This design comes from an exercise in tuning for small area, a short achievable clock period and few clock cycles per item on the open sky130 flow, not from production work. RTL that was checked went through simulation tests only; none was proved equivalent to the original. For run 2, only the layout was checked, not whether the RTL still works.

## flow/flow/run.sh

```bash
#!/bin/bash
set -euo pipefail
bash standard.sh SETUP_SLACK_MARGIN=8.7 "BUFFER_PORTS_ARGS=-buffer_cell sky130_fd_sc_hd__buf_2" finish > standard.log 2>&1
```

## flow/standard.sh

```bash
#!/bin/bash
# synth_recipe.tcl (not shown) runs the flow's synth.tcl, then flattens the netlist and writes it again
# the make line also repeats each setting of config.mk as NAME=value (left out here)
make -C /OpenROAD-flow-scripts/flow DESIGN_CONFIG=/design/flow/config.mk WORK_HOME=/design/flow/orfs CLKGATE_MAP_FILE= SYNTH_SCRIPT=/design/flow/synth_recipe.tcl "${@:-finish}"
```

## flow/config.mk

```make
export PLATFORM = sky130hd
export DESIGN_NAME = yuvToRgb
export DESIGN_NICKNAME = yuvToRgb
export VERILOG_FILES = /design/flow/design.v
export SDC_FILE = /design/flow/constraint.sdc
export NUM_CORES = 4
export LEC_CHECK = 0
export CAP_MARGIN = 20
export CORE_MARGIN = 2
export CORE_UTILIZATION = 40
export CTS_CLUSTER_DIAMETER = 100
export CTS_CLUSTER_SIZE = 25
export SETUP_SLACK_MARGIN = 5
export SLEW_MARGIN = 20
export SYNTH_HIERARCHICAL = 1
export SYNTH_MINIMUM_KEEP_SIZE = 0
```

## flow/constraint.sdc

```tcl
create_clock -name core_clock -period 12.0 [get_ports {Clock}]
set_input_delay 2.4000 -clock core_clock [delete_from_list [all_inputs] [get_ports {Clock}]]
set_output_delay 2.4000 -clock core_clock [all_outputs]
set_load 0.01 [all_outputs]
```

## flow/design.v

```verilog
package sramMapPkg;
	typedef logic [17:0] sramAddr_t;
	typedef struct packed {
		logic [7:0] hi;
		logic [7:0] lo;
	} sramBytes_t;
	typedef union packed {
		logic [15:0] raw;
		sramBytes_t bytes;
	} sramWord_u;
	typedef enum logic [1:0] {
		PlaneY,
		PlaneU,
		PlaneV
	} plane_e;
	typedef struct packed {
		plane_e plane;
		sramAddr_t address;
	} readReq_t;
	typedef struct packed {
		plane_e plane;
		sramWord_u word;
	} readRet_t;
endpackage
package colorPkg;
	typedef logic [7:0] sample_t;
	typedef logic signed [31:0] fixed_t;
	typedef struct packed {
		fixed_t uEven;
		fixed_t uOdd;
		fixed_t vEven;
		fixed_t vOdd;
	} chromaPair_t;
	typedef struct packed {
		sample_t y0;
		sample_t y1;
		chromaPair_t chroma;
	} yuvPair_t;
	typedef struct packed {
		sample_t r;
		sample_t g;
		sample_t b;
	} rgbPixel_t;
	typedef struct packed {
		rgbPixel_t p0;
		rgbPixel_t p1;
	} rgbPair_t;
	localparam fixed_t Tap5 = 32'sd21;
	localparam fixed_t Tap3 = -32'sd52;
	localparam fixed_t Tap1 = 32'sd159;
	localparam fixed_t CoefY = 32'sd76284;
	localparam fixed_t CoefRv = 32'sd104595;
	localparam fixed_t CoefGu = -32'sd25624;
	localparam fixed_t CoefGv = -32'sd53281;
	localparam fixed_t CoefBu = 32'sd132251;
	localparam fixed_t LumaOffset = 32'sd16;
	localparam fixed_t ChromaOffset = 32'sd128;
	localparam fixed_t FilterRound = 32'sd128;
	localparam int FilterShift = 8;
endpackage
`timescale 1ns/1ns
module yuvToRgb (
	input logic Clock,
	input logic resetn,
	input logic start,
	input logic [15:0] readData,
	output logic done,
	output logic [17:0] sramAddress,
	output logic [15:0] sramWriteData,
	output logic sramWeN
);
	logic busy;
	logic [7:0] pq;
	logic [2:0] ph;
	logic [8:0] wa;
	logic shen, shV, shHi;
	logic rdU, rdV, rdY, rkU, rkV, rkY;
	logic [7:0] win [12];
	logic [15:0] pendU, pendV, yw;
	logic [8:0] f, uc;
	logic [8:0] fc9;
	logic [9:0] fd1, fd2, fd3;
	logic [15:0] gb;
	logic [7:0] b0;
	function automatic logic [6:0] flagsOf(input logic [7:0] q);
		flagsOf = {q <= 8'd3, q >= 8'd4, (q >= 8'd4) && (q <= 8'd158),
			(q >= 8'd4) && (q <= 8'd162), !q[0] && (q <= 8'd159),
			q[0] && (q <= 8'd158), q == 8'd163};
	endfunction
	logic [6:0] fl, nf, df;
	logic dfPro, dfWrOk, dfRdC, dfRdYk, dfVHi, dfUHi, flLastP;
	logic [1:0] dfQ;
	assign {dfPro, dfWrOk, dfRdC, dfRdYk, dfVHi, dfUHi} = df[6:1];
	assign dfQ = (ph == 3'd4) ? pq[1:0] + 2'd1 : pq[1:0];
	assign flLastP = fl[0];
	logic [2:0] nph;
	logic dWr, dRdU, dRdV, dRdY, dSh, dShV, dShHi;
	logic [6:0] kc;
	logic [7:0] yc;
	assign nph = (ph == 3'd4) ? 3'd0 : ph + 3'd1;
	assign df = (ph == 3'd4) ? nf : fl;
	always_comb begin
		dWr = 1'b0; dRdU = 1'b0; dRdV = 1'b0; dRdY = 1'b0;
		dSh = 1'b0; dShV = 1'b0; dShHi = 1'b0;
		if (dfPro && !(dfQ == 2'd3 && nph > 3'd2)) begin
			case ({dfQ, nph})
				{2'd0, 3'd4}: dRdU = 1'b1;
				{2'd1, 3'd0}: dRdV = 1'b1;
				{2'd1, 3'd1}: begin dSh = 1'b1; dShHi = 1'b1; end
				{2'd1, 3'd2}: begin dSh = 1'b1; dShHi = 1'b1; dShV = 1'b1; end
				{2'd1, 3'd3}: begin dSh = 1'b1; dShHi = 1'b1; end
				{2'd1, 3'd4}: begin dSh = 1'b1; dShHi = 1'b1; dShV = 1'b1; end
				{2'd2, 3'd0}: begin dSh = 1'b1; dShHi = 1'b1; end
				{2'd2, 3'd1}: begin dSh = 1'b1; dShHi = 1'b1; dShV = 1'b1; end
				{2'd2, 3'd2}: begin dSh = 1'b1; dRdU = 1'b1; end
				{2'd2, 3'd3}: begin dSh = 1'b1; dShV = 1'b1; dRdV = 1'b1; end
				{2'd2, 3'd4}: begin dSh = 1'b1; dShHi = 1'b1; end
				{2'd3, 3'd0}: begin dSh = 1'b1; dShHi = 1'b1; dShV = 1'b1; end
				{2'd3, 3'd1}: begin dSh = 1'b1; dRdU = 1'b1; end
				{2'd3, 3'd2}: begin dSh = 1'b1; dShV = 1'b1; dRdY = 1'b1; end
				default: ;
			endcase
		end else begin
			case (nph)
				3'd0: begin
					dRdU = dfQ[0] && dfRdC;
					dRdV = !dfQ[0] && dfRdC;
				end
				3'd1: dRdY = dfRdYk;
				3'd2: begin
					dWr = dfWrOk;
					dSh = 1'b1; dShV = 1'b1;
					dShHi = dfVHi;
				end
				3'd3: begin
					dWr = dfWrOk;
					dSh = 1'b1;
					dShHi = dfUHi;
				end
				default: dWr = dfWrOk;
			endcase
		end
	end
	logic go, lastNow;
	assign go = start && !busy;
	assign lastNow = flLastP && (ph == 3'd4);
	always_ff @(posedge Clock or negedge resetn) begin
		if (!resetn) begin
			busy <= 1'b0;
			done <= 1'b0;
			sramWeN <= 1'b1;
		end else begin
			if (go) begin
				busy <= 1'b1;
				done <= 1'b0;
			end else if (busy && lastNow) begin
				busy <= 1'b0;
				done <= 1'b1;
			end
			sramWeN <= !(busy && !lastNow && !go && dWr);
		end
	end
	always_ff @(posedge Clock) begin
		if (go) begin
			pq <= 8'd0;
			ph <= 3'd4;
			fl <= flagsOf(8'd0);
			nf <= flagsOf(8'd1);
			wa <= 9'd0;
			kc <= 7'd0;
			yc <= 8'd0;
			sramAddress <= 18'd38400;
			rdU <= 1'b1; rdV <= 1'b0; rdY <= 1'b0;
			shen <= 1'b0; shV <= 1'b0; shHi <= 1'b0;
		end else begin
			ph <= nph;
			if (ph == 3'd4) begin
				pq <= pq + 8'd1;
				fl <= nf;
				nf <= flagsOf(pq + 8'd2);
			end
			if (dWr)
				wa <= wa + 9'd1;
			if (dRdV)
				kc <= kc + 7'd1;
			if (dRdY)
				yc <= yc + 8'd1;
			if (dWr)
				sramAddress <= {9'd287, wa};
			else if (dRdY)
				sramAddress <= {10'd0, yc};
			else if (dRdU)
				sramAddress <= {11'd300, kc};
			else
				sramAddress <= {11'd450, kc};
			rdU <= busy && dRdU;
			rdV <= busy && dRdV;
			rdY <= busy && dRdY;
			shen <= busy && dSh;
			shV <= dShV;
			shHi <= dShHi;
		end
		rkU <= rdU;
		rkV <= rdV;
		rkY <= rdY;
	end
	logic [7:0] shIn;
	logic [8:0] sA, sB, sC;
	assign sA = {1'b0, win[0]} + {1'b0, win[10]};
	assign sB = {1'b0, win[2]} + {1'b0, win[8]};
	assign sC = {1'b0, win[4]} + {1'b0, win[6]};
	always_comb begin
		case ({shV, shHi})
			2'b00: shIn = pendU[7:0];
			2'b01: shIn = pendU[15:8];
			2'b10: shIn = pendV[7:0];
			default: shIn = pendV[15:8];
		endcase
	end
	always_ff @(posedge Clock) begin
		if (rkU)
			pendU <= readData;
		if (rkV)
			pendV <= readData;
		if (rkY)
			yw <= readData;
		if (shen) begin
			for (int i = 0; i < 11; i++)
				win[i] <= win[i + 1];
			win[11] <= shIn;
		end
		fc9 <= sC;
		fd1 <= {1'b0, sA} - {1'b0, sC} + 10'd512;
		fd2 <= {1'b0, sA} - {1'b0, sB} + 10'd512;
		fd3 <= {1'b0, sC} - {1'b0, sB} + 10'd512;
	end
	logic [7:0] py;
	logic [8:0] pu, pv;
	assign pu = uc;
wire cr_1;
wire cr_2;
wire cr_3;
wire cr_4;
wire cr_5;
wire cr_6;
wire cr_7;
wire cr_8;
wire cr_9;
wire cr_10;
wire cr_11;
wire cr_12;
wire cr_13;
wire cr_14;
wire cr_15;
wire cr_16;
wire cr_17;
wire cr_18;
wire cr_19;
wire cr_20;
wire cr_21;
wire cr_22;
wire cr_23;
wire cr_24;
wire cr_25;
wire cr_26;
wire cr_27;
wire cr_28;
wire cr_29;
wire cr_30;
wire cr_31;
wire cr_32;
wire cr_33;
wire cr_34;
wire cr_35;
wire cr_36;
wire cr_37;
wire cr_38;
wire cr_39;
wire cr_40;
wire cr_41;
wire cr_42;
wire cr_43;
wire cr_44;
wire cr_45;
wire cr_46;
wire cr_47;
wire cr_48;
wire cr_49;
wire cr_50;
wire cr_51;
wire cr_52;
wire cr_53;
wire cr_54;
wire cr_55;
wire cr_56;
wire cr_57;
wire cr_58;
wire cr_59;
wire cr_60;
wire cr_61;
wire cr_62;
wire cr_63;
wire cr_64;
wire cr_65;
wire cr_66;
wire cr_67;
wire cr_68;
wire cr_69;
wire cr_70;
wire cr_71;
wire cr_72;
wire cr_73;
wire cr_74;
wire cr_75;
wire cr_76;
wire cr_77;
wire cr_78;
wire cr_79;
wire cr_80;
wire cr_81;
wire cr_82;
wire cr_83;
wire cr_84;
wire cr_85;
wire cr_86;
wire cr_87;
wire cr_88;
wire cr_89;
wire cr_90;
wire cr_91;
wire cr_92;
wire cr_93;
wire cr_94;
wire cr_95;
wire cr_96;
wire cr_97;
wire cr_98;
wire cr_99;
wire cr_100;
wire cr_101;
wire cr_102;
wire cr_103;
wire cr_104;
wire cr_105;
wire cr_106;
wire cr_107;
wire cr_108;
wire cr_109;
wire cr_110;
wire cr_111;
wire cr_112;
wire cr_113;
wire cr_114;
wire cr_115;
wire cr_116;
wire cr_117;
wire cr_118;
wire cr_119;
wire cr_120;
wire cr_121;
wire cr_122;
wire cr_123;
wire cr_124;
wire cr_125;
wire cr_126;
wire cr_127;
wire cr_128;
wire cr_129;
wire cr_130;
wire cr_131;
wire cr_132;
wire cr_133;
wire cr_134;
wire cr_135;
wire cr_136;
wire cr_137;
wire cr_138;
wire cr_139;
wire cr_140;
wire cr_141;
wire cr_142;
wire cr_143;
wire cr_144;
wire cr_145;
wire cr_146;
wire cr_147;
wire cr_148;
wire cr_149;
wire cr_150;
wire cr_151;
wire cr_152;
wire cr_153;
wire cr_154;
wire cr_155;
wire cr_156;
wire cr_157;
wire cr_158;
wire cr_159;
wire cr_160;
wire cr_161;
wire cr_162;
wire cr_163;
wire cr_164;
wire cr_165;
wire cr_166;
wire cr_167;
wire cr_168;
wire cr_169;
wire cr_170;
wire cr_171;
wire cr_172;
wire cr_173;
wire cr_174;
wire cr_175;
wire cr_176;
wire cr_177;
wire cr_178;
wire cr_179;
wire cr_180;
wire cr_181;
wire cr_182;
assign cr_1 = ~~pv[0];
assign cr_2 = ~pv[0];
assign cr_3 = ~pv[4];
assign cr_4 = ~pv[6];
assign cr_5 = ~py[0];
assign cr_6 = ~py[1];
assign cr_7 = ~py[2];
assign cr_8 = ~py[5];
assign cr_9 = ~py[7];
assign cr_10 = ~py[7];
assign cr_11 = ~py[6];
assign cr_12 = ~pv[7];
assign cr_13 = ~pv[8];
assign cr_14 = ~pv[8];
FA cr_15_i (py[6], py[4], py[2], cr_15, cr_16);
FA cr_17_i (py[5], py[3], py[0], cr_17, cr_18);
FA cr_19_i (py[6], py[4], py[1], cr_19, cr_20);
HA cr_21_i (pv[4], pv[0], cr_21, cr_22);
FA cr_23_i (py[5], py[2], pv[5], cr_23, cr_24);
HA cr_25_i (pv[1], ~pv[7], cr_25, cr_26);
FA cr_27_i (py[6], py[3], pv[6], cr_27, cr_28);
HA cr_29_i (pv[2], py[7], cr_29, cr_30);
HA cr_31_i (py[7], py[4], cr_31, cr_32);
FA cr_33_i (pv[5], pv[3], pv[0], cr_33, cr_34);
FA cr_35_i (pv[4], pv[1], ~py[6], cr_35, cr_36);
FA cr_37_i (pv[7], pv[5], pv[2], cr_37, cr_38);
HA cr_39_i (pv[6], ~py[7], cr_39, cr_40);
FA cr_41_i (pv[8], pv[6], pv[3], cr_41, cr_42);
HA cr_43_i (py[0], cr_6, cr_43, cr_44);
FA cr_45_i (py[0], pv[7], pv[4], cr_45, cr_46);
FA cr_47_i (py[1], ~pv[0], cr_7, cr_47, cr_48);
FA cr_49_i (py[3], py[1], pv[8], cr_49, cr_50);
FA cr_51_i (pv[5], py[2], ~pv[1], cr_51, cr_52);
FA cr_53_i (py[4], py[2], py[0], cr_53, cr_54);
FA cr_55_i (pv[6], pv[0], ~pv[2], cr_55, cr_56);
FA cr_57_i (py[3], py[1], pv[7], cr_57, cr_58);
FA cr_59_i (pv[1], ~pv[3], cr_8, cr_59, cr_60);
FA cr_61_i (pv[8], pv[2], py[5], cr_61, cr_62);
FA cr_63_i (~pv[4], ~pv[0], cr_15, cr_63, cr_64);
FA cr_65_i (pv[3], ~pv[5], ~pv[1], cr_65, cr_66);
FA cr_67_i (cr_9, cr_16, cr_17, cr_67, cr_68);
FA cr_69_i (py[7], ~pv[6], ~pv[2], cr_69, cr_70);
FA cr_71_i (cr_21, cr_18, cr_19, cr_71, cr_72);
FA cr_73_i (~pv[3], cr_10, cr_22, cr_73, cr_74);
FA cr_75_i (cr_25, cr_20, cr_23, cr_75, cr_76);
FA cr_77_i (~pv[8], ~pv[4], cr_29, cr_77, cr_78);
FA cr_79_i (cr_26, cr_24, cr_27, cr_79, cr_80);
FA cr_81_i (pv[7], pv[3], ~pv[5], cr_81, cr_82);
FA cr_83_i (cr_30, cr_31, cr_28, cr_83, cr_84);
FA cr_85_i (py[5], pv[8], pv[4], cr_85, cr_86);
HA cr_87_i (~pv[6], cr_32, cr_87, cr_88);
HA cr_89_i (pv[5], ~pv[7], cr_89, cr_90);
HA cr_91_i (py[7], pv[6], cr_91, cr_92);
HA cr_93_i (pv[1], pv[0], cr_93, cr_94);
FA cr_95_i (pv[2], pv[0], ~py[2], cr_95, cr_96);
FA cr_97_i (pv[3], pv[1], ~py[3], cr_97, cr_98);
FA cr_99_i (pv[2], ~py[4], ~pv[6], cr_99, cr_100);
FA cr_101_i (pv[4], ~py[5], ~pv[7], cr_101, cr_102);
FA cr_103_i (~pv[8], cr_4, cr_34, cr_103, cr_104);
FA cr_105_i (cr_5, cr_39, cr_37, cr_105, cr_106);
FA cr_107_i (cr_40, cr_43, cr_38, cr_107, cr_108);
FA cr_109_i (cr_44, cr_42, cr_45, cr_109, cr_110);
FA cr_111_i (cr_46, cr_49, cr_48, cr_111, cr_112);
FA cr_113_i (cr_50, cr_53, cr_52, cr_113, cr_114);
FA cr_115_i (cr_54, cr_57, cr_56, cr_115, cr_116);
FA cr_117_i (cr_58, cr_61, cr_60, cr_117, cr_118);
FA cr_119_i (cr_62, cr_65, cr_64, cr_119, cr_120);
FA cr_121_i (cr_66, cr_69, cr_68, cr_121, cr_122);
FA cr_123_i (cr_70, cr_73, cr_72, cr_123, cr_124);
FA cr_125_i (cr_74, cr_77, cr_76, cr_125, cr_126);
FA cr_127_i (cr_81, cr_78, cr_80, cr_127, cr_128);
FA cr_129_i (cr_85, cr_87, cr_82, cr_129, cr_130);
FA cr_131_i (cr_11, cr_89, cr_86, cr_131, cr_132);
FA cr_133_i (py[6], ~pv[8], cr_91, cr_133, cr_134);
HA cr_135_i (~py[0], ~pv[2], cr_135, cr_136);
FA cr_137_i (~py[1], ~pv[3], cr_93, cr_137, cr_138);
FA cr_139_i (~pv[4], cr_94, cr_95, cr_139, cr_140);
FA cr_141_i (~pv[5], cr_96, cr_97, cr_141, cr_142);
FA cr_143_i (cr_3, cr_98, cr_99, cr_143, cr_144);
FA cr_145_i (cr_33, cr_100, cr_101, cr_145, cr_146);
FA cr_147_i (cr_102, cr_35, cr_103, cr_147, cr_148);
FA cr_149_i (cr_36, cr_104, cr_105, cr_149, cr_150);
FA cr_151_i (cr_41, cr_106, cr_107, cr_151, cr_152);
FA cr_153_i (cr_47, cr_108, cr_109, cr_153, cr_154);
FA cr_155_i (cr_51, cr_110, cr_111, cr_155, cr_156);
FA cr_157_i (cr_55, cr_112, cr_113, cr_157, cr_158);
FA cr_159_i (cr_59, cr_114, cr_115, cr_159, cr_160);
FA cr_161_i (cr_63, cr_116, cr_117, cr_161, cr_162);
FA cr_163_i (cr_67, cr_118, cr_119, cr_163, cr_164);
FA cr_165_i (cr_71, cr_120, cr_121, cr_165, cr_166);
FA cr_167_i (cr_75, cr_122, cr_123, cr_167, cr_168);
FA cr_169_i (cr_79, cr_124, cr_125, cr_169, cr_170);
FA cr_171_i (cr_83, cr_126, cr_127, cr_171, cr_172);
FA cr_173_i (cr_84, cr_129, cr_128, cr_173, cr_174);
FA cr_175_i (cr_88, cr_131, cr_130, cr_175, cr_176);
FA cr_177_i (cr_90, cr_133, cr_132, cr_177, cr_178);
FA cr_179_i (cr_12, cr_92, cr_134, cr_179, cr_180);
HA cr_181_i (pv[7], cr_13, cr_181, cr_182);
wire [16:0] cr_lo = {1'b0, {cr_160, cr_158, cr_156, cr_154, cr_152, cr_150, cr_148, cr_146, cr_144, cr_142, cr_140, cr_138, cr_136, cr_2, ~pv[1], cr_1}} + {1'b0, {cr_161, cr_159, cr_157, cr_155, cr_153, cr_151, cr_149, cr_147, cr_145, cr_143, cr_141, cr_139, cr_137, cr_135, ~pv[0], 1'b0}};
logic [22:0] cr_r;
wire [22:0] cr_d = {cr_lo[16], cr_182, cr_180, cr_178, cr_176, cr_174, cr_173, cr_171, cr_169, cr_167, cr_165, cr_163, cr_14, cr_181, cr_179, cr_177, cr_175, cr_172, cr_170, cr_168, cr_166, cr_164, cr_162};
wire [10:0] cr_x = {cr_r[10], cr_r[9], cr_r[8], cr_r[7], cr_r[6], cr_r[5], cr_r[4], cr_r[3], cr_r[2], cr_r[1], cr_r[0]} + {cr_r[21], cr_r[20], cr_r[19], cr_r[18], cr_r[17], cr_r[16], cr_r[15], cr_r[14], cr_r[13], cr_r[12], cr_r[11]} + {10'd0, cr_r[22]};
wire cg_1;
wire cg_2;
wire cg_3;
wire cg_4;
wire cg_5;
wire cg_6;
wire cg_7;
wire cg_8;
wire cg_9;
wire cg_10;
wire cg_11;
wire cg_12;
wire cg_13;
wire cg_14;
wire cg_15;
wire cg_16;
wire cg_17;
wire cg_18;
wire cg_19;
wire cg_20;
wire cg_21;
wire cg_22;
wire cg_23;
wire cg_24;
wire cg_25;
wire cg_26;
wire cg_27;
wire cg_28;
wire cg_29;
wire cg_30;
wire cg_31;
wire cg_32;
wire cg_33;
wire cg_34;
wire cg_35;
wire cg_36;
wire cg_37;
wire cg_38;
wire cg_39;
wire cg_40;
wire cg_41;
wire cg_42;
wire cg_43;
wire cg_44;
wire cg_45;
wire cg_46;
wire cg_47;
wire cg_48;
wire cg_49;
wire cg_50;
wire cg_51;
wire cg_52;
wire cg_53;
wire cg_54;
wire cg_55;
wire cg_56;
wire cg_57;
wire cg_58;
wire cg_59;
wire cg_60;
wire cg_61;
wire cg_62;
wire cg_63;
wire cg_64;
wire cg_65;
wire cg_66;
wire cg_67;
wire cg_68;
wire cg_69;
wire cg_70;
wire cg_71;
wire cg_72;
wire cg_73;
wire cg_74;
wire cg_75;
wire cg_76;
wire cg_77;
wire cg_78;
wire cg_79;
wire cg_80;
wire cg_81;
wire cg_82;
wire cg_83;
wire cg_84;
wire cg_85;
wire cg_86;
wire cg_87;
wire cg_88;
wire cg_89;
wire cg_90;
wire cg_91;
wire cg_92;
wire cg_93;
wire cg_94;
wire cg_95;
wire cg_96;
wire cg_97;
wire cg_98;
wire cg_99;
wire cg_100;
wire cg_101;
wire cg_102;
wire cg_103;
wire cg_104;
wire cg_105;
wire cg_106;
wire cg_107;
wire cg_108;
wire cg_109;
wire cg_110;
wire cg_111;
wire cg_112;
wire cg_113;
wire cg_114;
wire cg_115;
wire cg_116;
wire cg_117;
wire cg_118;
wire cg_119;
wire cg_120;
wire cg_121;
wire cg_122;
wire cg_123;
wire cg_124;
wire cg_125;
wire cg_126;
wire cg_127;
wire cg_128;
wire cg_129;
wire cg_130;
wire cg_131;
wire cg_132;
wire cg_133;
wire cg_134;
wire cg_135;
wire cg_136;
wire cg_137;
wire cg_138;
wire cg_139;
wire cg_140;
wire cg_141;
wire cg_142;
wire cg_143;
wire cg_144;
wire cg_145;
wire cg_146;
wire cg_147;
wire cg_148;
wire cg_149;
wire cg_150;
wire cg_151;
wire cg_152;
wire cg_153;
wire cg_154;
wire cg_155;
wire cg_156;
wire cg_157;
wire cg_158;
wire cg_159;
wire cg_160;
wire cg_161;
wire cg_162;
wire cg_163;
wire cg_164;
wire cg_165;
wire cg_166;
wire cg_167;
wire cg_168;
wire cg_169;
wire cg_170;
wire cg_171;
wire cg_172;
wire cg_173;
wire cg_174;
wire cg_175;
wire cg_176;
wire cg_177;
wire cg_178;
wire cg_179;
wire cg_180;
wire cg_181;
wire cg_182;
wire cg_183;
wire cg_184;
wire cg_185;
wire cg_186;
wire cg_187;
wire cg_188;
wire cg_189;
wire cg_190;
wire cg_191;
wire cg_192;
wire cg_193;
wire cg_194;
wire cg_195;
wire cg_196;
wire cg_197;
wire cg_198;
wire cg_199;
wire cg_200;
wire cg_201;
wire cg_202;
wire cg_203;
wire cg_204;
wire cg_205;
wire cg_206;
wire cg_207;
wire cg_208;
wire cg_209;
wire cg_210;
wire cg_211;
wire cg_212;
wire cg_213;
wire cg_214;
wire cg_215;
wire cg_216;
wire cg_217;
wire cg_218;
wire cg_219;
wire cg_220;
wire cg_221;
wire cg_222;
wire cg_223;
wire cg_224;
wire cg_225;
wire cg_226;
wire cg_227;
wire cg_228;
wire cg_229;
wire cg_230;
wire cg_231;
wire cg_232;
wire cg_233;
wire cg_234;
wire cg_235;
assign cg_1 = ~~pv[0];
assign cg_2 = ~~py[0];
assign cg_3 = ~pu[4];
assign cg_4 = ~pu[5];
assign cg_5 = ~py[0];
assign cg_6 = ~py[1];
assign cg_7 = ~py[4];
assign cg_8 = ~py[6];
assign cg_9 = ~py[6];
assign cg_10 = ~py[6];
assign cg_11 = ~py[7];
assign cg_12 = ~py[5];
assign cg_13 = ~py[6];
assign cg_14 = ~py[7];
assign cg_15 = ~py[7];
assign cg_16 = ~py[7];
assign cg_17 = ~py[7];
FA cg_18_i (py[7], py[5], py[3], cg_18, cg_19);
HA cg_20_i (py[4], py[1], cg_20, cg_21);
FA cg_22_i (py[7], py[5], py[2], cg_22, cg_23);
HA cg_24_i (py[2], py[0], cg_24, cg_25);
HA cg_26_i (py[3], py[1], cg_26, cg_27);
FA cg_28_i (py[2], py[0], pu[0], cg_28, cg_29);
HA cg_30_i (~pu[8], ~pu[3], cg_30, cg_31);
FA cg_32_i (py[5], py[3], py[1], cg_32, cg_33);
FA cg_34_i (pu[1], pv[0], py[4], cg_34, cg_35);
FA cg_36_i (py[4], py[2], pu[2], cg_36, cg_37);
FA cg_38_i (pv[1], ~pu[5], ~pu[0], cg_38, cg_39);
FA cg_40_i (py[0], pu[3], pv[2], cg_40, cg_41);
FA cg_42_i (py[6], ~pu[6], ~pu[1], cg_42, cg_43);
HA cg_44_i (~pv[4], ~pv[0], cg_44, cg_45);
FA cg_46_i (pu[4], pv[3], ~pu[7], cg_46, cg_47);
FA cg_48_i (~pu[2], ~pv[5], ~pv[1], cg_48, cg_49);
FA cg_50_i (cg_9, cg_20, cg_19, cg_50, cg_51);
FA cg_52_i (pu[5], pv[4], py[6], cg_52, cg_53);
FA cg_54_i (~pu[8], ~pu[3], ~pv[6], cg_54, cg_55);
FA cg_56_i (~pv[2], cg_21, cg_22, cg_56, cg_57);
FA cg_58_i (py[3], pu[6], pv[5], cg_58, cg_59);
FA cg_60_i (~pu[4], ~pv[7], ~pv[3], cg_60, cg_61);
HA cg_62_i (cg_10, cg_23, cg_62, cg_63);
FA cg_64_i (py[4], pu[7], pv[6], cg_64, cg_65);
FA cg_66_i (py[6], ~pu[5], ~pv[8], cg_66, cg_67);
HA cg_68_i (~pv[4], cg_11, cg_68, cg_69);
FA cg_70_i (pu[8], pv[7], py[7], cg_70, cg_71);
HA cg_72_i (~pu[6], ~pv[5], cg_72, cg_73);
HA cg_74_i (pv[8], py[5], cg_74, cg_75);
HA cg_76_i (pu[2], ~py[3], cg_76, cg_77);
FA cg_78_i (pu[3], ~py[4], ~pu[1], cg_78, cg_79);
FA cg_80_i (~py[5], ~pu[2], ~pv[7], cg_80, cg_81);
FA cg_82_i (pu[4], ~py[6], ~pu[3], cg_82, cg_83);
HA cg_84_i (~pv[8], ~pv[3], cg_84, cg_85);
FA cg_86_i (pu[6], pu[5], ~py[7], cg_86, cg_87);
FA cg_88_i (~pu[4], ~pv[4], cg_5, cg_88, cg_89);
FA cg_90_i (pu[7], py[0], ~pu[5], cg_90, cg_91);
FA cg_92_i (~pu[0], ~pv[5], cg_6, cg_92, cg_93);
FA cg_94_i (pu[8], py[1], ~pu[6], cg_94, cg_95);
FA cg_96_i (~pu[1], ~pv[6], cg_24, cg_96, cg_97);
FA cg_98_i (~pu[7], ~pu[2], ~pv[7], cg_98, cg_99);
FA cg_100_i (~pv[0], cg_25, cg_26, cg_100, cg_101);
FA cg_102_i (~pv[8], ~pv[1], cg_7, cg_102, cg_103);
FA cg_104_i (cg_27, cg_30, cg_28, cg_104, cg_105);
FA cg_106_i (~pu[4], ~pv[2], cg_31, cg_106, cg_107);
FA cg_108_i (cg_29, cg_32, cg_34, cg_108, cg_109);
FA cg_110_i (~pv[3], cg_8, cg_33, cg_110, cg_111);
FA cg_112_i (cg_35, cg_36, cg_38, cg_112, cg_113);
FA cg_114_i (cg_44, cg_37, cg_18, cg_114, cg_115);
FA cg_116_i (cg_40, cg_39, cg_42, cg_116, cg_117);
FA cg_118_i (cg_45, cg_41, cg_43, cg_118, cg_119);
FA cg_120_i (cg_46, cg_48, cg_50, cg_120, cg_121);
FA cg_122_i (cg_52, cg_47, cg_49, cg_122, cg_123);
FA cg_124_i (cg_54, cg_51, cg_56, cg_124, cg_125);
FA cg_126_i (cg_53, cg_58, cg_55, cg_126, cg_127);
FA cg_128_i (cg_60, cg_62, cg_57, cg_128, cg_129);
FA cg_130_i (cg_68, cg_59, cg_64, cg_130, cg_131);
FA cg_132_i (cg_61, cg_66, cg_63, cg_132, cg_133);
FA cg_134_i (cg_12, cg_69, cg_72, cg_134, cg_135);
FA cg_136_i (cg_65, cg_70, cg_67, cg_136, cg_137);
FA cg_138_i (~pu[7], ~pv[6], cg_13, cg_138, cg_139);
FA cg_140_i (cg_74, cg_73, cg_71, cg_140, cg_141);
FA cg_142_i (py[6], ~pu[8], ~pv[7], cg_142, cg_143);
HA cg_144_i (cg_14, cg_75, cg_144, cg_145);
HA cg_146_i (pu[0], ~py[1], cg_146, cg_147);
HA cg_148_i (pu[1], ~py[2], cg_148, cg_149);
FA cg_150_i (~pu[0], ~pv[5], ~pv[0], cg_150, cg_151);
FA cg_152_i (~pv[6], ~pv[1], cg_77, cg_152, cg_153);
FA cg_154_i (~pv[2], cg_3, cg_79, cg_154, cg_155);
FA cg_156_i (cg_4, cg_84, cg_81, cg_156, cg_157);
FA cg_158_i (cg_85, cg_83, cg_86, cg_158, cg_159);
FA cg_160_i (cg_87, cg_89, cg_90, cg_160, cg_161);
FA cg_162_i (cg_91, cg_93, cg_94, cg_162, cg_163);
FA cg_164_i (cg_95, cg_98, cg_97, cg_164, cg_165);
FA cg_166_i (cg_99, cg_102, cg_101, cg_166, cg_167);
FA cg_168_i (cg_103, cg_106, cg_105, cg_168, cg_169);
FA cg_170_i (cg_107, cg_109, cg_110, cg_170, cg_171);
FA cg_172_i (cg_111, cg_114, cg_113, cg_172, cg_173);
FA cg_174_i (cg_115, cg_117, cg_118, cg_174, cg_175);
FA cg_176_i (cg_119, cg_122, cg_121, cg_176, cg_177);
FA cg_178_i (cg_123, cg_126, cg_125, cg_178, cg_179);
FA cg_180_i (cg_130, cg_127, cg_132, cg_180, cg_181);
FA cg_182_i (cg_134, cg_131, cg_136, cg_182, cg_183);
FA cg_184_i (cg_138, cg_135, cg_140, cg_184, cg_185);
FA cg_186_i (cg_144, cg_139, cg_142, cg_186, cg_187);
FA cg_188_i (~pv[8], cg_15, cg_145, cg_188, cg_189);
HA cg_190_i (~pv[3], ~py[0], cg_190, cg_191);
FA cg_192_i (~pv[4], cg_147, cg_148, cg_192, cg_193);
FA cg_194_i (cg_149, cg_76, cg_150, cg_194, cg_195);
FA cg_196_i (cg_151, cg_78, cg_152, cg_196, cg_197);
FA cg_198_i (cg_80, cg_153, cg_154, cg_198, cg_199);
FA cg_200_i (cg_82, cg_155, cg_156, cg_200, cg_201);
FA cg_202_i (cg_88, cg_157, cg_158, cg_202, cg_203);
FA cg_204_i (cg_92, cg_159, cg_160, cg_204, cg_205);
FA cg_206_i (cg_96, cg_161, cg_162, cg_206, cg_207);
FA cg_208_i (cg_100, cg_163, cg_164, cg_208, cg_209);
FA cg_210_i (cg_104, cg_165, cg_166, cg_210, cg_211);
FA cg_212_i (cg_108, cg_167, cg_168, cg_212, cg_213);
FA cg_214_i (cg_112, cg_169, cg_170, cg_214, cg_215);
FA cg_216_i (cg_116, cg_171, cg_172, cg_216, cg_217);
FA cg_218_i (cg_120, cg_173, cg_174, cg_218, cg_219);
FA cg_220_i (cg_124, cg_175, cg_176, cg_220, cg_221);
FA cg_222_i (cg_128, cg_177, cg_178, cg_222, cg_223);
FA cg_224_i (cg_129, cg_180, cg_179, cg_224, cg_225);
FA cg_226_i (cg_133, cg_182, cg_181, cg_226, cg_227);
FA cg_228_i (cg_137, cg_184, cg_183, cg_228, cg_229);
FA cg_230_i (cg_141, cg_186, cg_185, cg_230, cg_231);
FA cg_232_i (cg_143, cg_188, cg_187, cg_232, cg_233);
HA cg_234_i (cg_16, cg_189, cg_234, cg_235);
wire [16:0] cg_lo = {1'b0, {cg_213, cg_211, cg_209, cg_207, cg_205, cg_203, cg_201, cg_199, cg_197, cg_195, cg_193, cg_191, cg_146, ~pv[2], ~pv[1], cg_1}} + {1'b0, {cg_214, cg_212, cg_210, cg_208, cg_206, cg_204, cg_202, cg_200, cg_198, cg_196, cg_194, cg_192, cg_190, cg_2, ~pv[0], 1'b0}};
logic [22:0] cg_r;
wire [22:0] cg_d = {cg_lo[16], cg_235, cg_233, cg_231, cg_229, cg_227, cg_225, cg_224, cg_222, cg_220, cg_218, cg_216, cg_17, cg_234, cg_232, cg_230, cg_228, cg_226, cg_223, cg_221, cg_219, cg_217, cg_215};
wire [10:0] cg_x = {cg_r[10], cg_r[9], cg_r[8], cg_r[7], cg_r[6], cg_r[5], cg_r[4], cg_r[3], cg_r[2], cg_r[1], cg_r[0]} + {cg_r[21], cg_r[20], cg_r[19], cg_r[18], cg_r[17], cg_r[16], cg_r[15], cg_r[14], cg_r[13], cg_r[12], cg_r[11]} + {10'd0, cg_r[22]};
wire cb_1;
wire cb_2;
wire cb_3;
wire cb_4;
wire cb_5;
wire cb_6;
wire cb_7;
wire cb_8;
wire cb_9;
wire cb_10;
wire cb_11;
wire cb_12;
wire cb_13;
wire cb_14;
wire cb_15;
wire cb_16;
wire cb_17;
wire cb_18;
wire cb_19;
wire cb_20;
wire cb_21;
wire cb_22;
wire cb_23;
wire cb_24;
wire cb_25;
wire cb_26;
wire cb_27;
wire cb_28;
wire cb_29;
wire cb_30;
wire cb_31;
wire cb_32;
wire cb_33;
wire cb_34;
wire cb_35;
wire cb_36;
wire cb_37;
wire cb_38;
wire cb_39;
wire cb_40;
wire cb_41;
wire cb_42;
wire cb_43;
wire cb_44;
wire cb_45;
wire cb_46;
wire cb_47;
wire cb_48;
wire cb_49;
wire cb_50;
wire cb_51;
wire cb_52;
wire cb_53;
wire cb_54;
wire cb_55;
wire cb_56;
wire cb_57;
wire cb_58;
wire cb_59;
wire cb_60;
wire cb_61;
wire cb_62;
wire cb_63;
wire cb_64;
wire cb_65;
wire cb_66;
wire cb_67;
wire cb_68;
wire cb_69;
wire cb_70;
wire cb_71;
wire cb_72;
wire cb_73;
wire cb_74;
wire cb_75;
wire cb_76;
wire cb_77;
wire cb_78;
wire cb_79;
wire cb_80;
wire cb_81;
wire cb_82;
wire cb_83;
wire cb_84;
wire cb_85;
wire cb_86;
wire cb_87;
wire cb_88;
wire cb_89;
wire cb_90;
wire cb_91;
wire cb_92;
wire cb_93;
wire cb_94;
wire cb_95;
wire cb_96;
wire cb_97;
wire cb_98;
wire cb_99;
wire cb_100;
wire cb_101;
wire cb_102;
wire cb_103;
wire cb_104;
wire cb_105;
wire cb_106;
wire cb_107;
wire cb_108;
wire cb_109;
wire cb_110;
wire cb_111;
wire cb_112;
wire cb_113;
wire cb_114;
wire cb_115;
wire cb_116;
wire cb_117;
wire cb_118;
wire cb_119;
wire cb_120;
wire cb_121;
wire cb_122;
wire cb_123;
wire cb_124;
wire cb_125;
wire cb_126;
wire cb_127;
wire cb_128;
wire cb_129;
wire cb_130;
wire cb_131;
wire cb_132;
wire cb_133;
wire cb_134;
wire cb_135;
wire cb_136;
wire cb_137;
wire cb_138;
wire cb_139;
wire cb_140;
wire cb_141;
wire cb_142;
wire cb_143;
wire cb_144;
wire cb_145;
wire cb_146;
wire cb_147;
wire cb_148;
wire cb_149;
wire cb_150;
wire cb_151;
wire cb_152;
wire cb_153;
wire cb_154;
wire cb_155;
wire cb_156;
assign cb_1 = ~~pu[0];
assign cb_2 = ~~py[1];
assign cb_3 = ~pu[1];
assign cb_4 = ~pu[3];
assign cb_5 = ~py[0];
assign cb_6 = ~py[1];
assign cb_7 = ~py[3];
assign cb_8 = ~py[4];
assign cb_9 = ~py[6];
assign cb_10 = ~py[6];
assign cb_11 = ~py[5];
assign cb_12 = ~py[6];
assign cb_13 = ~py[7];
assign cb_14 = ~pu[7];
assign cb_15 = ~pu[8];
assign cb_16 = ~pu[8];
HA cb_17_i (py[2], py[0], cb_17, cb_18);
HA cb_19_i (py[5], py[3], cb_19, cb_20);
FA cb_21_i (pu[2], pu[0], pu[1], cb_21, cb_22);
FA cb_23_i (pu[1], ~py[6], ~pu[8], cb_23, cb_24);
FA cb_25_i (pu[4], pu[2], pu[3], cb_25, cb_26);
HA cb_27_i (~py[7], ~pu[7], cb_27, cb_28);
FA cb_29_i (pu[5], pu[3], pu[0], cb_29, cb_30);
FA cb_31_i (py[0], ~pu[8], cb_6, cb_31, cb_32);
FA cb_33_i (py[2], py[0], pu[6], cb_33, cb_34);
FA cb_35_i (pu[4], pu[1], py[1], cb_35, cb_36);
FA cb_37_i (py[1], pu[7], pu[5], cb_37, cb_38);
HA cb_39_i (pu[2], cb_7, cb_39, cb_40);
FA cb_41_i (pu[8], pu[6], pu[3], cb_41, cb_42);
FA cb_43_i (py[3], cb_8, cb_17, cb_43, cb_44);
FA cb_45_i (py[1], pu[7], pu[4], cb_45, cb_46);
FA cb_47_i (py[4], cb_18, cb_19, cb_47, cb_48);
FA cb_49_i (py[4], py[2], pu[8], cb_49, cb_50);
FA cb_51_i (pu[5], cb_9, cb_20, cb_51, cb_52);
FA cb_53_i (py[7], py[5], py[3], cb_53, cb_54);
FA cb_55_i (py[0], pu[6], py[6], cb_55, cb_56);
FA cb_57_i (py[6], py[4], py[1], cb_57, cb_58);
HA cb_59_i (pu[7], pu[0], cb_59, cb_60);
FA cb_61_i (py[7], py[5], py[2], cb_61, cb_62);
HA cb_63_i (pu[8], pu[1], cb_63, cb_64);
HA cb_65_i (py[3], pu[2], cb_65, cb_66);
HA cb_67_i (py[7], py[4], cb_67, cb_68);
HA cb_69_i (~py[2], ~pu[4], cb_69, cb_70);
FA cb_71_i (pu[0], ~py[3], ~pu[5], cb_71, cb_72);
FA cb_73_i (~py[4], ~pu[6], ~pu[4], cb_73, cb_74);
FA cb_75_i (~py[5], ~pu[7], ~pu[5], cb_75, cb_76);
FA cb_77_i (~pu[6], cb_4, cb_22, cb_77, cb_78);
FA cb_79_i (cb_5, cb_27, cb_25, cb_79, cb_80);
FA cb_81_i (cb_28, cb_26, cb_29, cb_81, cb_82);
FA cb_83_i (cb_30, cb_33, cb_35, cb_83, cb_84);
FA cb_85_i (cb_39, cb_34, cb_36, cb_85, cb_86);
FA cb_87_i (cb_40, cb_38, cb_41, cb_87, cb_88);
FA cb_89_i (cb_42, cb_45, cb_44, cb_89, cb_90);
FA cb_91_i (cb_46, cb_49, cb_48, cb_91, cb_92);
FA cb_93_i (cb_50, cb_53, cb_55, cb_93, cb_94);
FA cb_95_i (cb_59, cb_54, cb_56, cb_95, cb_96);
FA cb_97_i (cb_60, cb_63, cb_58, cb_97, cb_98);
FA cb_99_i (cb_10, cb_64, cb_65, cb_99, cb_100);
FA cb_101_i (pu[3], py[6], cb_66, cb_101, cb_102);
HA cb_103_i (pu[4], cb_11, cb_103, cb_104);
HA cb_105_i (pu[5], py[5], cb_105, cb_106);
HA cb_107_i (pu[6], py[6], cb_107, cb_108);
HA cb_109_i (~py[0], ~pu[2], cb_109, cb_110);
FA cb_111_i (~pu[3], ~pu[1], cb_2, cb_111, cb_112);
FA cb_113_i (~pu[2], ~py[1], cb_69, cb_113, cb_114);
FA cb_115_i (~pu[3], cb_70, cb_71, cb_115, cb_116);
FA cb_117_i (cb_3, cb_72, cb_73, cb_117, cb_118);
FA cb_119_i (cb_21, cb_74, cb_75, cb_119, cb_120);
FA cb_121_i (cb_76, cb_23, cb_77, cb_121, cb_122);
FA cb_123_i (cb_24, cb_78, cb_79, cb_123, cb_124);
FA cb_125_i (cb_31, cb_80, cb_81, cb_125, cb_126);
FA cb_127_i (cb_32, cb_82, cb_83, cb_127, cb_128);
FA cb_129_i (cb_37, cb_84, cb_85, cb_129, cb_130);
FA cb_131_i (cb_43, cb_86, cb_87, cb_131, cb_132);
FA cb_133_i (cb_47, cb_88, cb_89, cb_133, cb_134);
FA cb_135_i (cb_51, cb_90, cb_91, cb_135, cb_136);
FA cb_137_i (cb_52, cb_93, cb_92, cb_137, cb_138);
FA cb_139_i (cb_57, cb_94, cb_95, cb_139, cb_140);
FA cb_141_i (cb_61, cb_96, cb_97, cb_141, cb_142);
FA cb_143_i (cb_62, cb_99, cb_98, cb_143, cb_144);
FA cb_145_i (cb_67, cb_100, cb_101, cb_145, cb_146);
FA cb_147_i (cb_68, cb_103, cb_102, cb_147, cb_148);
FA cb_149_i (cb_12, cb_105, cb_104, cb_149, cb_150);
FA cb_151_i (cb_13, cb_106, cb_107, cb_151, cb_152);
FA cb_153_i (py[7], cb_14, cb_108, cb_153, cb_154);
HA cb_155_i (pu[7], cb_15, cb_155, cb_156);
wire [16:0] cb_lo = {1'b0, {cb_134, cb_132, cb_130, cb_128, cb_126, cb_124, cb_122, cb_120, cb_118, cb_116, cb_114, cb_112, cb_110, ~pu[0], ~pu[1], cb_1}} + {1'b0, {cb_135, cb_133, cb_131, cb_129, cb_127, cb_125, cb_123, cb_121, cb_119, cb_117, cb_115, cb_113, cb_111, cb_109, ~pu[0], 1'b0}};
logic [22:0] cb_r;
wire [22:0] cb_d = {cb_lo[16], cb_156, cb_154, cb_153, cb_150, cb_148, cb_147, cb_144, cb_143, cb_141, cb_138, cb_137, cb_16, cb_155, cb_152, cb_151, cb_149, cb_146, cb_145, cb_142, cb_140, cb_139, cb_136};
wire [10:0] cb_x = {cb_r[10], cb_r[9], cb_r[8], cb_r[7], cb_r[6], cb_r[5], cb_r[4], cb_r[3], cb_r[2], cb_r[1], cb_r[0]} + {cb_r[21], cb_r[20], cb_r[19], cb_r[18], cb_r[17], cb_r[16], cb_r[15], cb_r[14], cb_r[13], cb_r[12], cb_r[11]} + {10'd0, cb_r[22]};
wire fl_1;
wire fl_2;
wire fl_3;
wire fl_4;
wire fl_5;
wire fl_6;
wire fl_7;
wire fl_8;
wire fl_9;
wire fl_10;
wire fl_11;
wire fl_12;
wire fl_13;
wire fl_14;
wire fl_15;
wire fl_16;
wire fl_17;
wire fl_18;
wire fl_19;
wire fl_20;
wire fl_21;
wire fl_22;
wire fl_23;
wire fl_24;
wire fl_25;
wire fl_26;
wire fl_27;
wire fl_28;
wire fl_29;
wire fl_30;
wire fl_31;
wire fl_32;
wire fl_33;
wire fl_34;
wire fl_35;
wire fl_36;
wire fl_37;
wire fl_38;
wire fl_39;
wire fl_40;
wire fl_41;
wire fl_42;
wire fl_43;
wire fl_44;
wire fl_45;
wire fl_46;
wire fl_47;
wire fl_48;
wire fl_49;
wire fl_50;
wire fl_51;
wire fl_52;
wire fl_53;
wire fl_54;
wire fl_55;
wire fl_56;
wire fl_57;
wire fl_58;
wire fl_59;
wire fl_60;
wire fl_61;
wire fl_62;
wire fl_63;
wire fl_64;
wire fl_65;
wire fl_66;
wire fl_67;
wire fl_68;
wire fl_69;
wire fl_70;
assign fl_1 = ~fc9[0];
assign fl_2 = ~fc9[2];
assign fl_3 = ~fc9[3];
assign fl_4 = ~fc9[5];
HA fl_5_i (fd3[2], fd1[7], fl_5, fl_6);
FA fl_7_i (fc9[1], fd3[3], fd1[8], fl_7, fl_8);
HA fl_9_i (fd2[4], fd2[6], fl_9, fl_10);
FA fl_11_i (fd3[4], fd1[9], fd2[5], fl_11, fl_12);
HA fl_13_i (fd2[7], fl_2, fl_13, fl_14);
FA fl_15_i (fd3[5], fd2[6], fd2[8], fl_15, fl_16);
HA fl_17_i (fc9[2], fl_3, fl_17, fl_18);
FA fl_19_i (fc9[4], fd3[6], fd2[7], fl_19, fl_20);
HA fl_21_i (fd2[9], fc9[3], fl_21, fl_22);
HA fl_23_i (fd3[7], fd2[8], fl_23, fl_24);
HA fl_25_i (fc9[6], fd3[8], fl_25, fl_26);
HA fl_27_i (fd3[0], fd1[5], fl_27, fl_28);
FA fl_29_i (fd3[1], fd1[6], fd2[2], fl_29, fl_30);
FA fl_31_i (fd2[3], fd2[5], fl_1, fl_31, fl_32);
FA fl_33_i (fc9[0], fl_6, fl_9, fl_33, fl_34);
FA fl_35_i (fl_10, fl_13, fl_8, fl_35, fl_36);
FA fl_37_i (fl_14, fl_17, fl_12, fl_37, fl_38);
FA fl_39_i (fl_21, fl_18, fl_16, fl_39, fl_40);
FA fl_41_i (fl_4, fl_22, fl_23, fl_41, fl_42);
FA fl_43_i (fd2[9], fc9[5], fl_24, fl_43, fl_44);
HA fl_45_i (fc9[7], fd3[9], fl_45, fl_46);
HA fl_47_i (fd1[4], fd2[0], fl_47, fl_48);
FA fl_49_i (fd2[1], fd2[3], fl_27, fl_49, fl_50);
FA fl_51_i (fd2[4], fl_28, fl_29, fl_51, fl_52);
FA fl_53_i (fl_5, fl_30, fl_31, fl_53, fl_54);
FA fl_55_i (fl_7, fl_32, fl_33, fl_55, fl_56);
FA fl_57_i (fl_11, fl_34, fl_35, fl_57, fl_58);
FA fl_59_i (fl_15, fl_36, fl_37, fl_59, fl_60);
FA fl_61_i (fl_19, fl_38, fl_39, fl_61, fl_62);
FA fl_63_i (fl_20, fl_41, fl_40, fl_63, fl_64);
FA fl_65_i (fl_25, fl_42, fl_43, fl_65, fl_66);
FA fl_67_i (fl_26, fl_45, fl_44, fl_67, fl_68);
HA fl_69_i (fc9[8], fl_46, fl_69, fl_70);
wire [16:0] fl_s = {fl_70, fl_69, fl_66, fl_65, fl_62, fl_60, fl_58, fl_56, fl_54, fl_52, fl_50, fl_48, fd2[2], fd1[3], fd1[2], fd1[1], fd1[0]} + {1'b0, fl_68, fl_67, fl_64, fl_63, fl_61, fl_59, fl_57, fl_55, fl_53, fl_51, fl_49, fl_47, fd2[1], fd2[0], 1'b0, 1'b0};
wire [8:0] fl_q = fl_s[16:8];
	function automatic logic [7:0] clip(input logic [10:0] x);
		if (x[10:9] == 2'b00)
			clip = 8'd0;
		else if (x[10] || (x[9] && x[8]))
			clip = 8'd255;
		else
			clip = x[7:0];
	endfunction
	logic [7:0] cR, cG, cB;
	assign cR = clip(cr_x);
	assign cG = clip(cg_x);
	assign cB = clip(cb_x);
	always_ff @(posedge Clock) begin
		f <= fl_q;
		uc <= (ph == 3'd4) ? {win[3][7], !win[3][7], win[3][6:0]} : f;
		pv <= (ph == 3'd4) ? {win[4][7], !win[4][7], win[4][6:0]} : fl_q;
		py <= (ph == 3'd4) ? yw[15:8] : yw[7:0];
		cr_r <= cr_d;
		cg_r <= cg_d;
		cb_r <= cb_d;
		b0 <= cB;
		gb <= {cG, cB};
		case (ph)
			3'd1: sramWriteData <= {cR, cG};
			3'd2: sramWriteData <= {b0, cR};
			default: sramWriteData <= gb;
		endcase
	end
endmodule
module FA(input a, input b, input c, output s, output co);
	assign s = a ^ b ^ c;
	assign co = (a & b) | (a & c) | (b & c);
endmodule
module HA(input a, input b, output s, output co);
	assign s = a ^ b;
	assign co = a & b;
endmodule
```

==> impl_metrics.env, run 1 <==
export IMPL_syn_nets=2284
export IMPL_hold_ws_ps=337
export IMPL_arrival_ps=1210
export IMPL_syn_area_per_cell_um2=12.4
export IMPL_cp_num_buf_inv=1
export IMPL_synth_top_cells_by_area="fa_1 23%, dfxtp_1 22%, edfxtp_1 19%"
export IMPL_ant_nets=0
export IMPL_ys_flop_type="dfxtp_1"
export IMPL_setup_viol=0
export IMPL_critical_path_required_ps=9600
export IMPL_cp_start_kind="flip-flop"
export IMPL_cp_slowest_cell="dfstp_2"
export IMPL_cts_root_buf="clkbuf_16"
export IMPL_antenna_found_initial=0
export IMPL_wl_per_cell_um=18.9
export IMPL_cts_clk_slew_worst_paths_ps=100
export IMPL_clockBufferDepth=3
export IMPL_final_max_slew_violation_count=0
export IMPL_dr_pass1_iters=5
export IMPL_die_w_um=241
export IMPL_slowest_delay_ps=550
export IMPL_grt_total_usage_pct=18.1
export IMPL_yosysTopAreaCellShare_pct=22.6
export IMPL_r2r_setup_slack_ps=8560
export IMPL_coreArea_um2=55400
export IMPL_synthTopCellsByCount="254 x fa_1, 245 x dfxtp_1, 198 x ha_1"
export IMPL_grt_pass1_wl_mm=81.5
export IMPL_fmax_mhz=277
export IMPL_finalCriticalPeriod_ps=3610
export IMPL_h_tree_depth=1
export IMPL_tns_ps=0
export IMPL_die_h_um=241
export IMPL_dieArea_um2=58200
export IMPL_clock_sinks=392
export IMPL_grt_pass1_vias=14700
export IMPL_hold_viol_final=0
export IMPL_final_cells=2691
export IMPL_ys_warn_count=8
export IMPL_crit_family="flip-flops"
export IMPL_grt_max_degree=94
export IMPL_dp_cells=2574
export IMPL_synth_edf_count=144
export IMPL_synth_async_reset_ratio_pct=0.765
export IMPL_num_rows=86
export IMPL_crit_fanout=1
export IMPL_finalWirelength_mm=51.0
export IMPL_initial_core_util_pct=40.6
export IMPL_critPathCaptureType="output port"
export IMPL_io_buffers=53
export IMPL_grt_setup_unrepaired="yes"
export IMPL_drive_gt1_share_pct=16.1
export IMPL_boundaryPins=55
export IMPL_setup_ws_ps=8390
export IMPL_detailed_place_hpwl_mm=37.9
export IMPL_path_class="flip-flop to output port"
export IMPL_nets=2401
export IMPL_grt_overflow=0
export IMPL_path_cells="buf_6"
export IMPL_place_ws_ps=8060
export IMPL_cts_tree="built"
export IMPL_max_cap_violations=0
export IMPL_ys_ff_latch=392
export IMPL_gp_congestion=0.873
export IMPL_min_path_type="flip-flop to flip-flop"
export IMPL_maxSlewHeadroom_pct=31.4
export IMPL_insertion_delay_ps=570
export IMPL_fillers=4956
export IMPL_yosys_area_top_type="fa_1"
export IMPL_skew_ps=27.8
export IMPL_routed_via_count=13900
export IMPL_yosysMostFrequentCell="fa_1"
export IMPL_drtIter0Drc=975
export IMPL_outcome="timing/DRC/antenna clean"
export IMPL_syn_inst=1813
export IMPL_synth_area_um2=22500
export IMPL_vias_per_cell=5.18
export IMPL_cts_made_buffers=22
export IMPL_tightest_slew_ps=1030
export IMPL_synthDistinctLibCells=72
export IMPL_drc=0
export IMPL_ys_seq_area_share_pct=41.3
export IMPL_area_growth_pct=13.6
export IMPL_fin_crit_sh_pct=30.1
export IMPL_num_antenna_cells=0
layout make-up:
type                    count  area, um2  share of cell area (%)
inverters                  91        390                    1.53
well taps                 748        936                    3.66
repair buffers            137       1040                    4.08
multi-input cells        1286      13000                    51.0
clock buffers              30        602                    2.35
clock inverters             7        125                   0.490
flip-flops and latches    392       9430                    36.9
worst register-to-register path: cells and delay by family, from the launching register on:
kind / cells / cell delay (ps)
DFF: 1 / 640
adders and majority gates: 4 / 1660
and+or+nand+nor: 1 / 60
buffers and inverters: 2 / 330
AOI/OAI and AO/OA: 4 / 650
modules after synthesis (local to each module, per instance):
module,times used,flip-flops and latches,area (um2),cells inside
FA,243,0,20.0,1
HA,53,0,12.5,1
yuvToRgb,1,392,17000,1517
cells by family (layout without fill, tap and decap cells):
kind of cell / Yosys count / count (layout) / synth area share [%]
AOI/OAI and AO/OA: 327 / 327 / 9.46
xor gates and xnor gates: 94 / 94 / 3.66
adders and majority gates: 452 / 452 / 33.6
buffers and inverters: 136 / 265 / 2.41
DFF: 392 / 392 / 41.3
muxes: 25 / 25 / 1.58
other: 1 / 1 / 0.0167
and+or+nand+nor: 386 / 387 / 7.93
final timing paths:
path,startpoint,endpoint,depth (start not counted)
min,rdU,rkU,0
min in group asynchronous,resetn,done,1
max reg2reg,pv[4],cg_r[22],11
min reg2reg,rdU,rkU,0
max in group asynchronous,resetn,sramWeN,1
max,sramWeN,sramWeN,1
metrics by stage:
stage	area, um2	util, %
2_1_floorplan	22500	-
3_3_place_gp	23600	42.6
3_5_place_dp	23600	42.6
4_1_cts	25100	45.3
5_1_grt	25600	46.1
6_report	25600	46.1
metal layers:
layer / share of wire (%) / global-route usage [%] / wire, um
met5: 0 / 0 / 0
met4: 2.4 / 4.43 / 1220
met3: 4.5 / 2.32 / 2310
met2: 47 / 29.9 / 24100
met1: 46 / 25.3 / 23400
registers in the layout, indices dropped and copies added, names as in the netlist, 9 cells and up:
name / count
cb_r: 23
f: 9
sramAddress: 14
pv: 9
cg_r: 23
fd3: 10
uc: 9
sramWriteData: 16
cr_r: 23
pendU: 16
gb: 9
fc9: 9
pendV: 16
fd2: 10
wa: 9
win: 96
yw: 16
layout by cell type, fill, tap and decap left out, drive strengths merged, types with 19 or more instances in the layout:
master,instances
nand3,26
nor2,104
inv,82
dfxtp,245
a21o,34
clkbuf,30
nand4,19
edfxtp,144
a21oi,85
xnor2,56
o21ai,81
xor2,38
buf,137
ha,198
nor2b,26
nand2,133
fa,254
nand2b,21
what timing repair did:
item                                    4_1_cts  5_1_grt
gates cloned                                  1        0
pin swaps                                    19       21
resized for setup                           103       60
endpoints found under the setup margin       85       63
setup buffers                                51       27
hold buffers                                  0        0
Testbench counts, summed over its fixed seeds: cycles 26,144, rows 32.
==> inputs of run 2 (changes only) <==
--- a/flow/design.v
+++ b/flow/design.v
@@ -70,6 +70,7 @@
 	output logic sramWeN
 );
 	logic busy;
+	logic wrQ;
 	logic [7:0] pq;
 	logic [2:0] ph;
 	logic [8:0] wa;
@@ -148,7 +149,7 @@
 		if (!resetn) begin
 			busy <= 1'b0;
 			done <= 1'b0;
-			sramWeN <= 1'b1;
+			wrQ <= 1'b0;
 		end else begin
 			if (go) begin
 				busy <= 1'b1;
@@ -157,7 +158,7 @@
 				busy <= 1'b0;
 				done <= 1'b1;
 			end
-			sramWeN <= !(busy && !lastNow && !go && dWr);
+			wrQ <= busy && !lastNow && !go && dWr;
 		end
 	end
 	always_ff @(posedge Clock) begin
@@ -204,6 +205,7 @@
 		rkV <= rdV;
 		rkY <= rdY;
 	end
+	assign sramWeN = !wrQ;
 	logic [7:0] shIn;
 	logic [8:0] sA, sB, sC;
 	assign sA = {1'b0, win[0]} + {1'b0, win[10]};
==> flow/flow/run.sh (replaced) <==
#!/bin/bash
set -euo pipefail
bash standard.sh SETUP_SLACK_MARGIN=8.4 "BUFFER_PORTS_ARGS=-buffer_cell sky130_fd_sc_hd__buf_2" finish > standard.log 2>&1
==> run 2 against run 1 <==
Against the previous run:
- clock skew decreased by 2.4 ps
- core utilization decreased by 1.6 points
- clock-buffer cell count unchanged
- register-to-register slack got worse by 110 ps
- highest routed layer unchanged
==> impl_metrics.env, run 2 <==
export IMPL_dp_cells=2569
export IMPL_grt_overflow=0
export IMPL_cts_hold_buf=0
export IMPL_hold_path_depth=0
export IMPL_finalCriticalPeriod_ps=3550
export IMPL_crit_fanout=7
export IMPL_gp_congestion=0.885
export IMPL_path_class="flip-flop to flip-flop"
export IMPL_synth_top_cells_by_area="fa_1 23%, dfxtp_1 22%, edfxtp_1 19%"
export IMPL_final_common_cell="fa_1"
export IMPL_holdPathEnd="rkU"
export IMPL_finalWirelength_mm=49.5
export IMPL_regMostFlops="win"
export IMPL_r2r_setup_slack_ps=8450
export IMPL_h_tree_depth=1
export IMPL_io_buffers=53
export IMPL_hold_viol_final=0
export IMPL_setup_viol=0
export IMPL_final_cell_mix="254 x fa_1, 224 x dfxtp_1, 198 x ha_1"
export IMPL_holdCritStartpoint="rdU"
export IMPL_largest_reg_flops=96
export IMPL_grt_max_degree=87
export IMPL_syn_inst=1804
export IMPL_fin_crit_sh_pct=29.6
export IMPL_synthTopCellsByCount="254 x fa_1, 245 x dfxtp_1, 198 x ha_1"
export IMPL_yosysTopAreaCellShare_pct=22.6
export IMPL_antenna_found_initial=0
export IMPL_cts_clk_slew_worst_paths_ps=100
export IMPL_r2r_cells=10
export IMPL_yosysMostFrequentCell="fa_1"
export IMPL_arrival_ps=4000
export IMPL_outcome="timing/DRC/antenna clean"
export IMPL_vias_per_cell=5.20
export IMPL_synth_async_reset_ratio_pct=0.765
export IMPL_finish_utilization_pct=44.5
export IMPL_min_path_type="flip-flop to flip-flop"
export IMPL_worstReg2RegEnd="cg_r[22]"
export IMPL_drive_gt1_share_pct=9.62
export IMPL_area_growth_pct=9.49
export IMPL_reg2reg_from="pv[8]"
export IMPL_path_common_cell="fa_1"
export IMPL_num_rows=86
export IMPL_slowest_delay_ps=640
export IMPL_tightest_slew_ps=1070
export IMPL_insertion_delay_ps=580
export IMPL_synth_edf_count=144
export IMPL_nets=2338
export IMPL_syn_area_per_cell_um2=12.5
export IMPL_maxSlewHeadroom_pct=28.5
export IMPL_dieArea_um2=58200
export IMPL_final_max_slew_violation_count=0
export IMPL_cts_made_buffers=23
export IMPL_routed_via_count=13700
export IMPL_grt_pass1_vias=14300
export IMPL_syn_nets=2275
export IMPL_cts_root_buf="clkbuf_16"
export IMPL_cp_start_kind="flip-flop"
export IMPL_ys_ff_latch=392
export IMPL_ys_flop_type="dfxtp_1"
export IMPL_seq_area_um2=9350
export IMPL_yosys_area_top_type="fa_1"
export IMPL_ys_warn_count=8
export IMPL_fmax_mhz=282
export IMPL_initial_core_util_pct=40.7
export IMPL_multiInputGateArea_um2=12700
export IMPL_drtIter0Drc=907
export IMPL_wl_per_cell_um=18.8
export IMPL_grt_setup_unrepaired="yes"
export IMPL_ys_seq_area_share_pct=41.3
export IMPL_coreArea_um2=55300
export IMPL_grt_total_usage_pct=17.6
export IMPL_num_antenna_cells=0
export IMPL_drc=0
export IMPL_detailed_place_hpwl_mm=37.5
export IMPL_cp_slowest_cell="dfxtp_1"
export IMPL_grt_pass1_wl_mm=79.5
export IMPL_ant_nets=0
export IMPL_synthDistinctLibCells=77
export IMPL_die_h_um=241
export IMPL_skew_ps=25.4
export IMPL_final_cells=2629
export IMPL_hold_ws_ps=333
export IMPL_clock_sinks=392
export IMPL_synth_area_um2=22500
export IMPL_critical_path_required_ps=12450
export IMPL_tns_ps=0
export IMPL_die_w_um=241
export IMPL_fillers=5060
export IMPL_path_cells="clkinvlp_4 -> buf_4 -> fa_1 -> fa_1 -> fa_1 -> ha_1 -> a21o_1 -> a21o_1 -> a211oi_1 -> o31ai_1"
export IMPL_critPathCaptureType="flip-flop"
export IMPL_max_cap_violations=0
export IMPL_boundaryPins=55
export IMPL_cts_tree="built"
export IMPL_dr_pass1_iters=5
export IMPL_clockBufferDepth=3
==> run 2: changes by cell type after synthesis, sizes merged, moves of 4 or more <==
cell,before,now
nand2,133,128
clkbuf,25,29
xnor2,56,61
o21ai,81,71
nor2,104,109
nand3,26,21
nor2b,25,21
==> run 2: worst max-delay path by stage <==
stage               slack (ps)  startpoint  cells past startpoint        to
detailed placement        7940       py[5]                     11  cg_r[22]
CTS                       8310       pv[2]                      8  cg_r[22]
global placement          8000       py[6]                     11  cg_r[22]
floorplan                 8450       py[5]                     11  cg_r[22]
global route              8290       pv[8]                     12  cg_r[22]
finish                    8450       pv[8]                     10  cg_r[22]
==> run 2: per-stage QoR <==
step	area, um2	setup WS, ps
floorplan	22500	8450
global placement	23600	8000
detailed placement	23600	7940
CTS	24400	8310
global route	24600	8290
finish	24600	8450
==> run 2: cell families (layout without fill, tap and decap cells) <==
family	after synthesis	in the layout	share of synthesized area, %
fa+ha+maj	452	452	33.6
flops	392	392	41.3
simple gates	385	385	8.01
compound gates	311	311	9.11
buf+inv	140	217	2.49
xor+xnor	97	97	3.78
mux	26	26	1.65
other cells	1	1	0.0167
==> run 2: layout make-up <==
class | count | area share, %
Sequential cell | 392 | 37.9
Clock buffer | 30 | 2.44
Multi-Input combinational cell | 1272 | 51.5
Clock inverter | 9 | 0.614
Timing Repair Buffer | 84 | 2.15
Inverter | 94 | 1.54
Tap cell | 748 | 3.80
==> run 2: layer usage <==
metal,GRT usage [%],up-vias,routed length (um)
met3,1.89,52,1670
li1,-,6392,-
met4,3.68,0,883
met5,0,-,0
met2,29.4,217,23700
met1,24.8,6997,23300
==> run 2: modules after synthesis, one instance, submodules excluded <==
module	copies in the design	flops+latches	cells inside
yuvToRgb	1	392	1508
FA	243	0	1
HA	53	0	1
==> run 2: what timing repair did <==
action                                  4_1_cts  5_1_grt
endpoints found under the setup margin       13       21
setup buffers                                 3       17
resized for setup                            11       29
endpoints found under the hold margin         0        0
pin swaps                                     0        0
==> run 2: worst max-delay path: cells and delay by family, from the launching register on <==
kind | cells | cell delay, ps
fa+ha+maj | 4 | 1760
compound gates | 4 | 670
flops | 1 | 640
buf+inv | 2 | 350

## re-timing with driven ports
The flow's constraints put no driver on any port. The routed layouts listed below were extracted and timed again, unchanged, in two steps. Step 1 sets driving cells, clkbuf_16 on the clock port and buf_2 on the other inputs (assumed; they add their load-dependent delay and slew). Step 2, shift: input delay + t, output delay - t, t = (earliest + latest rising clock arrival at the registers) / 2. This alone moves slack from input paths to output paths. a / b / c = ideal / step 1 / step 2; a / b = the first two.
| run | t (ns) | setup WS [ns] | latest minus earliest clock arrival (ns) | slew at the worst register clock pin (ns) |
|---|---|---|---|---|
| run 1 | 0.613 | 8.389 / 8.330 / 8.407 | 0.032 / 0.033 | 0.10 / 0.10 |
| run 2 | 0.625 | 8.452 / 8.411 / 8.366 | 0.026 / 0.027 | 0.10 / 0.10 |
After both steps setup and hold are still met in every run listed. The setup slack of run 2, which loses most, moves by -0.041 ns with the drivers and by -0.086 ns with both steps.
